This is an optimization exercise on Yosys and OpenROAD, whose aim is small area and a short achievable clock period, not a production implementation. In this exercise RTL edits were held to simulation tests only and were not proved equivalent to the original. Power figures rest on the tool's default switching activity, not on a simulated workload.

==> design.v <==
module if_npc_btb #(
   parameter int         IDX_W     = 4,
   parameter logic [1:0] INIT_CTR  = 2'b01,
   parameter logic [1:0] ALLOC_CTR = 2'b10
) (
   input  logic        cpu_clk,
   input  logic        cpu_rstn,
   input  logic [31:0] pc,
   input  logic        if_valid,
   output logic        pred_taken,
   output logic [31:0] pred_target,
   output logic [31:0] npc,
   input  logic        ex_valid,
   input  logic [31:0] ex_pc,
   input  logic        ex_taken,
   input  logic [31:0] ex_target,
   input  logic        ex_pred_taken,
   input  logic [31:0] ex_pred_target,
   output logic        pred_error,
   output logic        jump_taken,
   output logic [31:0] mispred_cnt
);
   localparam int N     = 1 << IDX_W;
   localparam int TAG_W = 30 - IDX_W;
   logic             r_valid  [N];
   logic [1:0]       r_ctr    [N];
   logic [TAG_W-1:0] r_tag    [N];
   logic [29:0]      r_target [N];
   logic [31:0]      r_mispred_cnt;
   logic [IDX_W-1:0] w_idx;
   logic [TAG_W-1:0] w_tag;
   logic [IDX_W-1:0] w_ex_idx;
   logic [TAG_W-1:0] w_ex_tag;
   logic             w_hit;
   logic             w_ex_hit;
   logic [N-1:0]     w_ex_sel;
   logic [31:0]      w_pc_plus4;
   logic [31:0]      w_redirect;
   assign w_idx      = pc[IDX_W+1:2];
   assign w_tag      = pc[31:IDX_W+2];
   assign w_ex_idx   = ex_pc[IDX_W+1:2];
   assign w_ex_tag   = ex_pc[31:IDX_W+2];
   assign w_pc_plus4 = pc + 32'd4;
   assign w_hit       = if_valid & r_valid[w_idx] & (r_tag[w_idx] == w_tag);
   assign pred_taken  = cpu_rstn & w_hit & r_ctr[w_idx][1];
   assign pred_target = pred_taken ? {r_target[w_idx], 2'b00} : w_pc_plus4;
   assign pred_error = cpu_rstn & ex_valid &
                       ((ex_taken != ex_pred_taken) |
                        (ex_taken & (ex_target != ex_pred_target)));
   assign jump_taken = cpu_rstn & ex_valid & ex_taken & ~pred_error;
   assign w_redirect = ex_taken ? ex_target : (ex_pc + 32'd4);
   assign npc        = pred_error ? w_redirect : pred_target;
   assign w_ex_hit = r_valid[w_ex_idx] & (r_tag[w_ex_idx] == w_ex_tag);
   genvar gi;
   generate
      for (gi = 0; gi < N; gi++) begin : g_entry
         assign w_ex_sel[gi] = ex_valid & (w_ex_idx == IDX_W'(gi));
         always_ff @(posedge cpu_clk or negedge cpu_rstn) begin
            if (!cpu_rstn) begin
               r_valid[gi] <= 1'b0;
               r_ctr[gi]   <= INIT_CTR;
            end else if (w_ex_sel[gi]) begin
               if (w_ex_hit) begin
                  if (ex_taken && r_ctr[gi] != 2'b11)
                     r_ctr[gi] <= r_ctr[gi] + 2'd1;
                  else if (!ex_taken && r_ctr[gi] != 2'b00)
                     r_ctr[gi] <= r_ctr[gi] - 2'd1;
               end else if (ex_taken) begin
                  r_valid[gi] <= 1'b1;
                  r_ctr[gi]   <= ALLOC_CTR;
               end
            end
         end
      end
   endgenerate
   always_ff @(posedge cpu_clk) begin
      if (cpu_rstn && ex_valid && ex_taken) begin
         r_tag[w_ex_idx]    <= w_ex_tag;
         r_target[w_ex_idx] <= ex_target[31:2];
      end
   end
   always_ff @(posedge cpu_clk or negedge cpu_rstn) begin
      if (!cpu_rstn)
         r_mispred_cnt <= 32'd0;
      else if (pred_error)
         r_mispred_cnt <= r_mispred_cnt + 32'd1;
   end
   assign mispred_cnt = r_mispred_cnt;
endmodule
==> run.sh <==
#!/bin/bash
# synth_recipe.tcl (not shown) runs the flow's synth.tcl, then flattens the netlist and writes it again
# the make line also repeats each setting of config.mk as NAME=value (left out here)
make -C /OpenROAD-flow-scripts/flow DESIGN_CONFIG=/design/flow/config.mk WORK_HOME=/design/flow/orfs CLKGATE_MAP_FILE= SYNTH_SCRIPT=/design/flow/synth_recipe.tcl finish
==> config.mk <==
export PLATFORM = sky130hd
export DESIGN_NAME = if_npc_btb
export DESIGN_NICKNAME = if_npc_btb
export VERILOG_FILES = /design/flow/design.v
export SDC_FILE = /design/flow/constraint.sdc
export NUM_CORES = 4
export LEC_CHECK = 0
export CAP_MARGIN = 20
export CORE_MARGIN = 2
export CORE_UTILIZATION = 40
export SETUP_SLACK_MARGIN = 1.5
export SLEW_MARGIN = 20
==> constraint.sdc <==
create_clock -name core_clock -period 6.5 [get_ports {cpu_clk}]
set_input_delay 1.3000 -clock core_clock [delete_from_list [all_inputs] [get_ports {cpu_clk}]]
set_output_delay 1.3000 -clock core_clock [all_outputs]
set_load 0.01 [all_outputs]
==> impl_metrics.env <==
export IMPL_clkLatencyLatePin_ns=0.71
export IMPL_vias=29200
export IMPL_area_delta_synth_final_pct=26.0
export IMPL_use_met2=0.413
export IMPL_finish_net_count=3250
export IMPL_worstMarginPinSlew_ns=0.980
export IMPL_finalSetupTns_ns=0
export IMPL_p_leak_nw=19.3
export IMPL_ys_types=67
export IMPL_grt_max_degree=110
export IMPL_fin_cells=4692
export IMPL_grt_use_total=0.261
export IMPL_slew_headroom=0.345
export IMPL_drt_iter0_drc=3977
export IMPL_place_area_sq_um=51600
export IMPL_pre_cts_slack_ns=-0.186
export IMPL_drc=0
export IMPL_cp_start_kind="input pin"
export IMPL_worst_slack_ns=0.513
export IMPL_synth_area_sq_um=45300
export IMPL_yosys_area_top_type="edfxtp_1"
export IMPL_worstPathRequired_ns=5.20
export IMPL_dp_hpwl_um=95500
export IMPL_power_density_nw_per_um2=260
export IMPL_end_kind="output port"
export IMPL_r2r_slack_ns=2.83
export IMPL_port_buffers=232
export IMPL_slew_viol_final=0
export IMPL_grt_pass1_wl_um=216000
export IMPL_drtPass1Iterations=6
export IMPL_layout_drive_gt1_share=0.359
export IMPL_die_height_um=341
export IMPL_netlist_top_cells_area="edfxtp_1 59%, mux4_2 18%, dfrtp_1 3.5%"
export IMPL_async_flop_share=0.0820
export IMPL_cp_cell_sequence="buf_16 > buf_12 > buf_12 > buf_8 > buf_16 > mux2i_2 > a22oi_2 > nand3_2 > and3_4 > or2_4 > or4b_4 > buf_12 > buf_4 > nor3_4 > buf_6 > buf_4 > buf_6 > o31ai_2 > buf_2"
export IMPL_wirelength_um=154000
export IMPL_period_share=0.921
export IMPL_min_path_cells=1
export IMPL_antenna_found_initial=11
export IMPL_hold_path_startpoint="r_valid[2]$_DFFE_PN0P_"
export IMPL_synth_top_flop_cell="edfxtp_1"
export IMPL_hold_ws_ns=0.484
export IMPL_die_w_um=341
export IMPL_regArea_sq_um=28900
export IMPL_synth_nets=2762
export IMPL_synth_most_common_cell="edfxtp_1"
export IMPL_dieArea_sq_um=116000
export IMPL_synth_edf_count=896
export IMPL_irDropWorstVdd_uv=211
export IMPL_grt_busiest_layer="met2"
export IMPL_maxCapViolCount=0
export IMPL_ios=233
export IMPL_fmax_mhz=167
export IMPL_cts_tree="built"
export IMPL_slowest_delay_ns=0.59
export IMPL_ys_top_cells_by_count="896 x edfxtp_1, 354 x mux4_2, 118 x mux2i_1"
export IMPL_hp_class="flip-flop to flip-flop"
export IMPL_cts_clk_slew_worst_paths_ns=0.06
export IMPL_hold_viol_final=0
export IMPL_period_minus_slack_ns=5.99
export IMPL_final_util=0.508
export IMPL_h_tree_depth=3
export IMPL_viasPerCell=6.23
export IMPL_place_inst=4379
export IMPL_r2r_cells=9
export IMPL_grt_util_met3=0.0485
export IMPL_clock_sinks=976
export IMPL_synth_area_per_cell_sq_um=17.3
export IMPL_synth_seq_cells=976
export IMPL_wl_per_cell_um=32.8
export IMPL_met1_usage=0.371
export IMPL_status="no timing/DRC/antenna violations"
export IMPL_clk_path_buf_depth=3
export IMPL_core_sq_um=112000
export IMPL_initial_core_util=0.403
export IMPL_synth_top_area_frac=0.594
export IMPL_rows=123
export IMPL_overflow=0
export IMPL_ctsRootBufferMaster="clkbuf_16"
export IMPL_crit_type="input pin to output port"
export IMPL_ys_seq_area_frac=0.638
export IMPL_clock_skew_final_ns=0.0393
export IMPL_crit_arrival_ns=4.69
export IMPL_ys_warn_count=3
export IMPL_worstReg2RegStart="r_tag[15][20]$_DFFE_PP_"
export IMPL_min_to="r_valid[2]$_DFFE_PN0P_"
export IMPL_worst_path_max_delay_cell="or4b_4"
export IMPL_multi_input_area_sq_um=17000
export IMPL_cts_made_buffers=102
export IMPL_power_total_mw=14.8
export IMPL_fill_cells=9082
export IMPL_gp_congestion=0.920
export IMPL_setup_viol=0
export IMPL_postSynthCellCount=2619
export IMPL_rsz0062_at_grt="true"
export IMPL_postRouteAntennaNets=0
export IMPL_grt_pass1_vias=29100
export IMPL_cp_common_cell="buf_12"
export IMPL_worstReg2RegEnd="r_valid[6]$_DFFE_PN0P_"
export IMPL_cp_max_fo=5
export IMPL_fin_area_sq_um=57100
[routing by layer]
layer / share of wire / vias to the layer above / wire length, um
met5: 0.00014 / - / 21
met4: 0.027 / 4 / 4180
met3: 0.10 / 244 / 15500
met1: 0.40 / 15500 / 61300
met2: 0.47 / 1751 / 72700
li1: - / 11700 / -
[repair_timing]
action / 4_1_cts / 5_1_grt
resized for setup: 342 / 112
hold buffers: 0 / 0
gates cloned: 11 / 2
endpoints found under the setup margin: 67 / 66
buffers inserted: 72 / 38
pin swaps: 36 / 45
[cell type report]
cell class	count	area share
flip-flops and latches	976	0.506
multi-input cells	1442	0.298
repair buffers	567	0.0999
clock buffers	121	0.0467
well taps	1500	0.0328
clock inverters	66	0.0147
inverters	18	0.00149
diodes	2	0.0000876
[cells by family after synthesis]
logic type,count (synthesis),share of synthesized area
buffers and inverters,203,0.0206
adders and majority gates,9,0.00248
DFF,976,0.638
muxes,484,0.205
AOI/OAI and AO/OA,248,0.0399
and+or+nand+nor,513,0.0581
xor gates and xnor gates,186,0.0359
[layout by cell type, fill, tap and decap left out, drive strengths merged, types with 30 or more instances in the layout]
master	n
nand3	72
mux4	354
dfrtp	64
buf	393
nor2	106
clkinv	40
o31ai	33
clkbuf	125
xnor2	116
nand4	34
nor3	30
a31oi	46
nor4	40
clkdlybuf4s50	137
and3	30
edfxtp	896
mux2i	118
a22oi	30
nand2	112
xor2	70
[where the power goes]
group	total, mW	internal [mW]	switching (mW)
Clock	6.15	3.65	2.50
Sequential	7.05	6.95	0.0978
Combinational	1.64	0.737	0.900
Total	14.8	11.3	3.50
[worst max-delay path by stage]
stage          cells after the start      from               endpoint
6_report                          19     pc[3]                 npc[1]
3_3_place_gp                      12     pc[2]         pred_target[3]
3_5_place_dp                      11     pc[2]                npc[27]
5_1_grt                           16     pc[2]                npc[17]
2_1_floorplan                      8  ex_pc[3]  r_tag[9][0]$_DFFE_PP_
4_1_cts                           13     pc[2]         pred_target[6]
[registers in the layout (all words and copies together) (netlist names)]
signal         flops
r_target         480
r_mispred_cnt     32
r_valid           16
r_tag            416
r_ctr             32
[critical path: cells and delay by family]
kind / cells / cell delay (ns)
muxes: 1 / 0.14
buffers and inverters: 11 / 1.47
and+or+nand+nor: 5 / 1.50
AOI/OAI and AO/OA: 2 / 0.24

[what the ideal ports hide]
No port has a modelled driver above. Below, the same layout with a new extraction and two added sets of constraints.
Step 1 sets driving cells, clkbuf_16 on the clock port and buf_2 on the other inputs (assumed; they add their load-dependent delay and slew).
Step 2, shift: input delay + t, output delay - t, t = (earliest + latest rising clock arrival at the registers) / 2. This alone moves slack from input paths to output paths.
Three values: no drivers, after step 1, after step 2; two values: the first two.
shift t [ns]: 0.756
setup WS [ns]: 0.513 / 0.263 / 0.263
worst setup path at the end: input to output
latest minus earliest clock arrival (ns): 0.043 / 0.044
worst slew at a driven data input, ns: 0.28
After both steps setup and hold are still met in this run. For this run, drivers alone change the setup slack by -0.250 ns; drivers and shift together by -0.250 ns.
